Context: an optimization exercise on an open-source flow, tuned for small area and a short achievable clock period. The choices shown serve that exercise and are no tape-out recipe.
Function was checked by simulation only, so behaviour that the tests miss may differ from the original.
Power figures rest on the tool's default switching activity, not on a simulated workload.

### config.mk
export PLATFORM = sky130hd
export DESIGN_NAME = deflect_port_alloc
export DESIGN_NICKNAME = deflect_port_alloc
export VERILOG_FILES = /design/flow/design.v
export SDC_FILE = /design/flow/constraint.sdc
export NUM_CORES = 4
export LEC_CHECK = 0
export CAP_MARGIN = 20
export CORE_MARGIN = 2
export CORE_UTILIZATION = 25
export PLACE_DENSITY = 0.35
export SLEW_MARGIN = 20
### constraint.sdc
create_clock -name core_clock -period 40.0 [get_ports {clk}]
set_input_delay 8.0000 -clock core_clock [delete_from_list [all_inputs] [get_ports {clk}]]
set_output_delay 8.0000 -clock core_clock [all_outputs]
set_load 0.01 [all_outputs]
### design.v
package deflect_port_alloc_pkg;
  localparam int CONTROL_W = 13;
  localparam int RMATRIX_W = 4;
  localparam int NPORT     = 4;
  localparam logic [3:0] AGE_MAX = 4'hF;
  localparam logic [1:0] DIR_N = 2'd0;
  localparam logic [1:0] DIR_S = 2'd1;
  localparam logic [1:0] DIR_E = 2'd2;
  localparam logic [1:0] DIR_W = 2'd3;
  typedef logic [CONTROL_W-1:0] control_t;
endpackage
import deflect_port_alloc_pkg::*;
module deflect_prio_rank
(
  input  logic [NPORT-1:0][3:0]       age,
  input  logic [NPORT-1:0]            vld,
  output logic [NPORT-1:0][NPORT-1:0] slot
);
  logic [NPORT-1:0][NPORT-1:0] ahead;    
  logic [NPORT-1:0][1:0]       rank;
  for (genvar i = 0; i < NPORT; i++) begin : g_i
    for (genvar j = 0; j < NPORT; j++) begin : g_j
      if (j < i)      assign ahead[i][j] = vld[j] && (age[j] >= age[i]);
      else if (j > i) assign ahead[i][j] = vld[j] && (age[j] > age[i]);
      else            assign ahead[i][j] = 1'b0;
    end
    assign rank[i] = 2'(ahead[i][0]) + 2'(ahead[i][1]) + 2'(ahead[i][2]) + 2'(ahead[i][3]);
    for (genvar k = 0; k < NPORT; k++) begin : g_k
      assign slot[k][i] = vld[i] && (rank[i] == 2'(k));
    end
  end
endmodule
import deflect_port_alloc_pkg::*;
module deflect_port_alloc
#(
  parameter int DATA_W     = 32,
  parameter int STARVE_LIM = 8
) (
  input  logic                             clk,
  input  logic                             rst,
  input  logic [NPORT-1:0][CONTROL_W-1:0]  in_control,
  input  logic [NPORT-1:0][DATA_W-1:0]     in_data,
  input  logic [NPORT-1:0][RMATRIX_W-1:0]  in_rmatrix,
  input  logic [NPORT-1:0]                 in_resource_go,
  input  logic                             inj_valid,
  input  logic [CONTROL_W-1:0]             inj_control,
  input  logic [DATA_W-1:0]                inj_data,
  input  logic [RMATRIX_W-1:0]             inj_rmatrix,
  output logic                             inj_ready,
  output logic [NPORT-1:0][CONTROL_W-1:0]  out_control,
  output logic [NPORT-1:0][DATA_W-1:0]     out_data,
  output logic                             eject_valid,
  output logic [CONTROL_W-1:0]             eject_control,
  output logic [DATA_W-1:0]                eject_data,
  output logic                             inj_starve
  ,
  output logic [15:0]                      deflect_count
);
  localparam int NSRC = NPORT + 1;               
  localparam int PW   = CONTROL_W - 1 + DATA_W;  
  function automatic logic [NPORT-1:0] pick(input logic [NPORT-1:0] busy,
                                            input logic [RMATRIX_W-1:0] rm);
    logic [NPORT-1:0] f, g;
    f = rm & ~busy;
    g = '0;
    if      (f[DIR_E]) g[DIR_E] = 1'b1;
    else if (f[DIR_W]) g[DIR_W] = 1'b1;
    else if (f[DIR_N]) g[DIR_N] = 1'b1;
    else if (f[DIR_S]) g[DIR_S] = 1'b1;
    else if (!busy[0]) g[0] = 1'b1;
    else if (!busy[1]) g[1] = 1'b1;
    else if (!busy[2]) g[2] = 1'b1;
    else               g[3] = 1'b1;
    pick = g;
  endfunction
  logic [NPORT-1:0]                vld, go;
  logic [NPORT-1:0][3:0]           age;
  logic [NPORT-1:0][NPORT-1:0]     slot;       
  logic [NPORT-1:0][RMATRIX_W-1:0] s_rm;
  logic [NPORT-1:0]                s_vld, s_go, s_ej, s_fwd, s_defl, s_seen;
  logic [NPORT:0][NPORT-1:0]       busy;
  logic [NPORT-1:0][NPORT-1:0]     s_gnt;      
  logic [NPORT-1:0]                i_gnt;
  logic                            i_defl, inj_ok, full;
  logic [NPORT-1:0][NSRC-1:0]      sel_d, sel_q;    
  logic [NPORT-1:0]                ej_d, ej_q;      
  logic [NSRC-1:0][PW-1:0]         flit_q;
  logic [2:0]                      starve_cnt_d, starve_cnt_q;
  logic                            inj_starve_d, inj_starve_q;
  logic [2:0]                      n_defl;
  logic [16:0]                     defl_sum;
  logic [15:0]                     deflect_count_d, deflect_count_q;
  for (genvar i = 0; i < NPORT; i++) begin : g_in
    assign vld[i] = in_control[i][12];
    assign age[i] = in_control[i][3:0];
    assign go[i]  = in_resource_go[i];
  end
  deflect_prio_rank u_rank (
    .age  (age),
    .vld  (vld),
    .slot (slot)
  );
  assign full      = &vld && !(|go);
  assign inj_ready = !rst && inj_valid && !full;
  assign inj_ok    = inj_valid && !full;
  assign busy[0] = '0;
  for (genvar k = 0; k < NPORT; k++) begin : g_slot
    assign s_vld[k] = |slot[k];
    assign s_go[k]  = |(slot[k] & go);
    assign s_rm[k]  = ({RMATRIX_W{slot[k][0]}} & in_rmatrix[0]) |
                      ({RMATRIX_W{slot[k][1]}} & in_rmatrix[1]) |
                      ({RMATRIX_W{slot[k][2]}} & in_rmatrix[2]) |
                      ({RMATRIX_W{slot[k][3]}} & in_rmatrix[3]);
    if (k == 0) begin : g_first
      assign s_ej[k]   = s_go[k];
      assign s_seen[k] = s_go[k];
    end else begin : g_rest
      assign s_ej[k]   = s_go[k] && !s_seen[k-1];
      assign s_seen[k] = s_go[k] || s_seen[k-1];
    end
    assign s_fwd[k]  = s_vld[k] && !s_ej[k];
    assign s_gnt[k]  = s_fwd[k] ? pick(busy[k], s_rm[k]) : '0;
    assign s_defl[k] = s_fwd[k] && !(|(s_rm[k] & ~busy[k]));
    assign busy[k+1] = busy[k] | s_gnt[k];
  end
  assign i_gnt  = inj_ok ? pick(busy[NPORT], inj_rmatrix) : '0;
  assign i_defl = inj_ok && !(|(inj_rmatrix & ~busy[NPORT]));
  for (genvar p = 0; p < NPORT; p++) begin : g_sel
    for (genvar i = 0; i < NPORT; i++) begin : g_src
      assign sel_d[p][i] = (slot[0][i] && s_gnt[0][p]) || (slot[1][i] && s_gnt[1][p]) ||
                           (slot[2][i] && s_gnt[2][p]) || (slot[3][i] && s_gnt[3][p]);
    end
    assign sel_d[p][NPORT] = i_gnt[p];
  end
  for (genvar i = 0; i < NPORT; i++) begin : g_ej
    assign ej_d[i] = (slot[0][i] && s_ej[0]) || (slot[1][i] && s_ej[1]) ||
                     (slot[2][i] && s_ej[2]) || (slot[3][i] && s_ej[3]);
  end
  always_comb begin
    if (inj_valid && full) begin
      starve_cnt_d = starve_cnt_q + 3'd1;
      inj_starve_d = inj_starve_q || (starve_cnt_q == 3'(STARVE_LIM - 1));
    end else begin
      starve_cnt_d = 3'd0;
      inj_starve_d = 1'b0;
    end
    n_defl          = 3'(s_defl[0]) + 3'(s_defl[1]) + 3'(s_defl[2]) + 3'(s_defl[3]) + 3'(i_defl);
    defl_sum        = {1'b0, deflect_count_q} + 17'(n_defl);
    deflect_count_d = defl_sum[16] ? 16'hFFFF : defl_sum[15:0];
  end
  always_ff @(posedge clk or posedge rst) begin
    if (rst) begin
      sel_q           <= '0;
      ej_q            <= '0;
      starve_cnt_q    <= 3'd0;
      inj_starve_q    <= 1'b0;
      deflect_count_q <= 16'd0;
    end else begin
      sel_q           <= sel_d;
      ej_q            <= ej_d;
      starve_cnt_q    <= starve_cnt_d;
      inj_starve_q    <= inj_starve_d;
      deflect_count_q <= deflect_count_d;
    end
  end
  always_ff @(posedge clk) begin
    flit_q <= {inj_control[11:0], inj_data,
               in_control[3][11:0], in_data[3], in_control[2][11:0], in_data[2],
               in_control[1][11:0], in_data[1], in_control[0][11:0], in_data[0]};
  end
  for (genvar p = 0; p < NPORT; p++) begin : g_out
    logic [PW-1:0] f;
    logic [3:0]    a;
    logic          v;
    assign f = ({PW{sel_q[p][0]}} & flit_q[0]) | ({PW{sel_q[p][1]}} & flit_q[1]) |
               ({PW{sel_q[p][2]}} & flit_q[2]) | ({PW{sel_q[p][3]}} & flit_q[3]) |
               ({PW{sel_q[p][4]}} & flit_q[4]);
    assign v = |sel_q[p];
    assign a = f[DATA_W +: 4];
    assign out_control[p] = {v, f[PW-1 -: 8], v ? ((a == AGE_MAX) ? AGE_MAX : a + 4'd1) : 4'd0};
    assign out_data[p]    = f[DATA_W-1:0];
  end
  logic [PW-1:0] ej_flit;
  assign ej_flit = ({PW{ej_q[0]}} & flit_q[0]) | ({PW{ej_q[1]}} & flit_q[1]) |
                   ({PW{ej_q[2]}} & flit_q[2]) | ({PW{ej_q[3]}} & flit_q[3]);
  assign eject_valid   = |ej_q;
  assign eject_control = {|ej_q, ej_flit[PW-1 -: CONTROL_W-1]};
  assign eject_data    = ej_flit[DATA_W-1:0];
  assign inj_starve    = inj_starve_q;
  assign deflect_count = deflect_count_q;
endmodule
### run.sh
#!/bin/bash
# synth_recipe.tcl (not shown) runs the flow's synth.tcl, then flattens the netlist and writes it again
# the make line also repeats each setting of config.mk as NAME=value (left out here)
make -C /OpenROAD-flow-scripts/flow DESIGN_CONFIG=/design/flow/config.mk WORK_HOME=/design/flow/orfs CLKGATE_MAP_FILE= SYNTH_SCRIPT=/design/flow/synth_recipe.tcl finish
==> notes.md <==
status timing/DRC/antenna clean; Filler Cell Count 5653; Cell variety after synth 80; post-CTS sizing 0; vias in the first global route 16.4k; final worst path period share 0.467; area leader, netlist dfxtp_1; Mean Syn Cell Area 8.85 sq um; DR vias/cell 5.91; Mapped Area 14300 sq um; Die X 243 um; drt drc 0; row cnt 87; Die ar. 59100 sq um; post-CTS setup buffer count 0; share of cells above drive strength 1 0.0693; setup TNS 0 ns; Total Wirelength 89.0 mm; most common cell in the netlist nand2_1; register area 5550 sq um; drt pass-1 iters 10; Fin. Hold Viols 0; Yosys warning total 1; max-slew violations 0; Setup crit end kind output pin; post-synth top area share 0.308; final cell utilization of the core 0.373; first-pass GRT wire length 125 mm; Period minus WS final 18.69 ns; H-tree depth reported by CTS 2; Starting Density 0.253; worst min path class flip-flop to flip-flop; clock transition at the registers of the reported paths 0.04 ns; async set-reset flop share out of synthesis 0.167; WP data arrival 10.69 ns; pwr dens 62.0 nW/um^2; CTS max path bufs 3; largest cells by area after synthesis dfxtp_1 (31%), a22oi_1 (14%), a222oi_1 (12%), nand2_1 (7.8%), dfrtp_1 (7.7%); RSZ-0062 raised after global routing no; Max Cap Viol 0; initial antenna violation count 19; CP Class input pin to output pin; sequential area share after synthesis 0.385; I/O pin count 496; Max VDD drop 0.0316 mV; leak pwr 8.50 nW; CP max FO 14; Post-synth EDFFs 0; largest net degree at the start of global routing 46; Overall Global Routing Usage 0.287; layout net count 2315; Post-synth top flop dfxtp_1; drt wl/cell 31.6 um; Max Clock Skew 0.00127 ns; slew margin rel. 0.365; DP Worst Slack 21.19 ns; post-route setup slack 21.31 ns; CP Launch Type input pin; DP HPWL 56.8 mm; core area 56500 sq um; Final GP Congestion 0.869; Synth Net Count 1908; vias 16.7k; final antenna-violating net count 0; PortBufs 494; CTS sink cnt 264; Commonest cells post-synth nand2_1 (296), a22oi_1 (261), dfxtp_1 (220); total CTS buffers 37; Least-Margin Pin Slew 0.953 ns; setup violators final 0; Max Clock Freq 53.5 MHz; Worst Path Required 32.00 ns; clk latency of the worst-skew pair 0.55 ns; Initial DRC Count 2585; CTS tree done; Layout area overhead 47.4%; Die H 243 um; Cells after Synth 1615; Clock Root Buffer clkbuf_16; area of the multi-input gates 8010 sq um; Synth Register Bits 264; gr ovfl total 0; CTS Hold Bufs 0
[flip-flops by register name (all words and copies together) (netlist names)]
| signal | flops |
|---|---|
| flit_q | 220 |
| sel_q | 20 |
| deflect_count_q | 16 |
| ej_q | 4 |
| starve_cnt_q | 3 |
| inj_starve_q | 1 |
[final cells by class]
type                    instances  share of cell area
multi-input cells            1154               0.380
flip-flops and latches        264               0.264
repair buffers                519               0.244
clock buffers                  54              0.0528
well taps                     756              0.0449
inverters                      46             0.00825
clock inverters                12             0.00523
diodes                         12             0.00143
[cell families (layout without fill, tap and decap cells)]
kind of cell | count (synthesis) | after routing | synth area share
buffers and inverters | 197 | 631 | 0.0544
DFF | 264 | 264 | 0.385
muxes | 13 | 13 | 0.0130
xor gates and xnor gates | 10 | 10 | 0.00613
adders and majority gates | 41 | 41 | 0.0396
and+or+nand+nor | 484 | 484 | 0.156
AOI/OAI and AO/OA | 606 | 606 | 0.346
other | 0 | 12 | 0
[where the power goes]
group | switching, mW | internal (mW) | total (mW)
registers | 0.0584 | 0.284 | 0.343
logic | 0.347 | 0.282 | 0.629
clock network | 0.134 | 0.200 | 0.334
total | 0.539 | 0.767 | 1.31
[path summary, 6_finish.rpt]
kind	from	end	slack, ns	cells after the start
min	starve_cnt_q[0]	starve_cnt_q[0]	0.45	1
max	in_control[12]	inj_ready	21.31	7
max reg2reg	deflect_count_q[0]	deflect_count_q[0]	37.02	9
min reg2reg	starve_cnt_q[0]	starve_cnt_q[0]	0.45	1
min in group asynchronous	rst	deflect_count_q[2]	7.93	2
max in group asynchronous	rst	sel_q[5]	31.44	2
[worst max-delay path: stages]
cell and delay [ns]:
clkdlybuf4s50_1 0.96, inv_2 0.23, nor4_1 0.40, nand4_1 0.34, nand2_1 0.22, nor2_1 0.05, clkdlybuf4s50_1 0.47
[metrics by stage]
stage,power [mW],instance area [sq um],instances,hold WS (ns)
floorplan,0.606,14300,1615,0.408
global route,1.36,21100,2814,0.449
finish,1.31,21100,2817,0.445
detailed placement,0.972,19800,2739,0.437
global placement,0.972,19800,2739,0.436
CTS,1.31,21000,2805,0.443
[placed cells by master (no fill, tap or decap), types with 26 or more instances in the layout]
cell type / count
a21oi_1: 32
a222oi_1: 176
a22oi_1: 261
clkbuf_16: 39
clkdlybuf4s50_1: 494
dfxtp_1: 220
ha_1: 34
inv_1: 43
nand2_1: 296
nor2_1: 43
o21ai_0: 26
[metal layers]
layer	GRT usage	wire length, um
met1	0.352	34400
met2	0.482	42800
met3	0.0780	8830
met4	0.103	2910
met5	0	76

==> static timing again, ports no longer ideal <==
No port has a modelled driver above. Below, the same layout with a new extraction and two added sets of constraints. Step 1 (the two cells are an assumption about what drives the block):
set clk [get_ports {clk}]
set_driving_cell -lib_cell sky130_fd_sc_hd__clkbuf_16 $clk
set_driving_cell -lib_cell sky130_fd_sc_hd__buf_2 [delete_from_list [all_inputs] $clk]
Step 2 adds t to the input delays and takes it off the output delays; t is the mean of the earliest and latest rising clock arrival at the registers after step 1. Input paths then give back, and output paths get back, about the clock's delay inside the block. Three values: no drivers, after step 1, after step 2; two values: the first two.
t, ns: 0.601
setup WS [ns]: 21.309 / 21.281 / 21.281
hold slack, ns: 0.445 / 0.445 / 0.445
After both steps setup and hold are still met in this run. For this run, drivers alone change the setup slack by -0.028 ns; drivers and shift together by -0.028 ns.
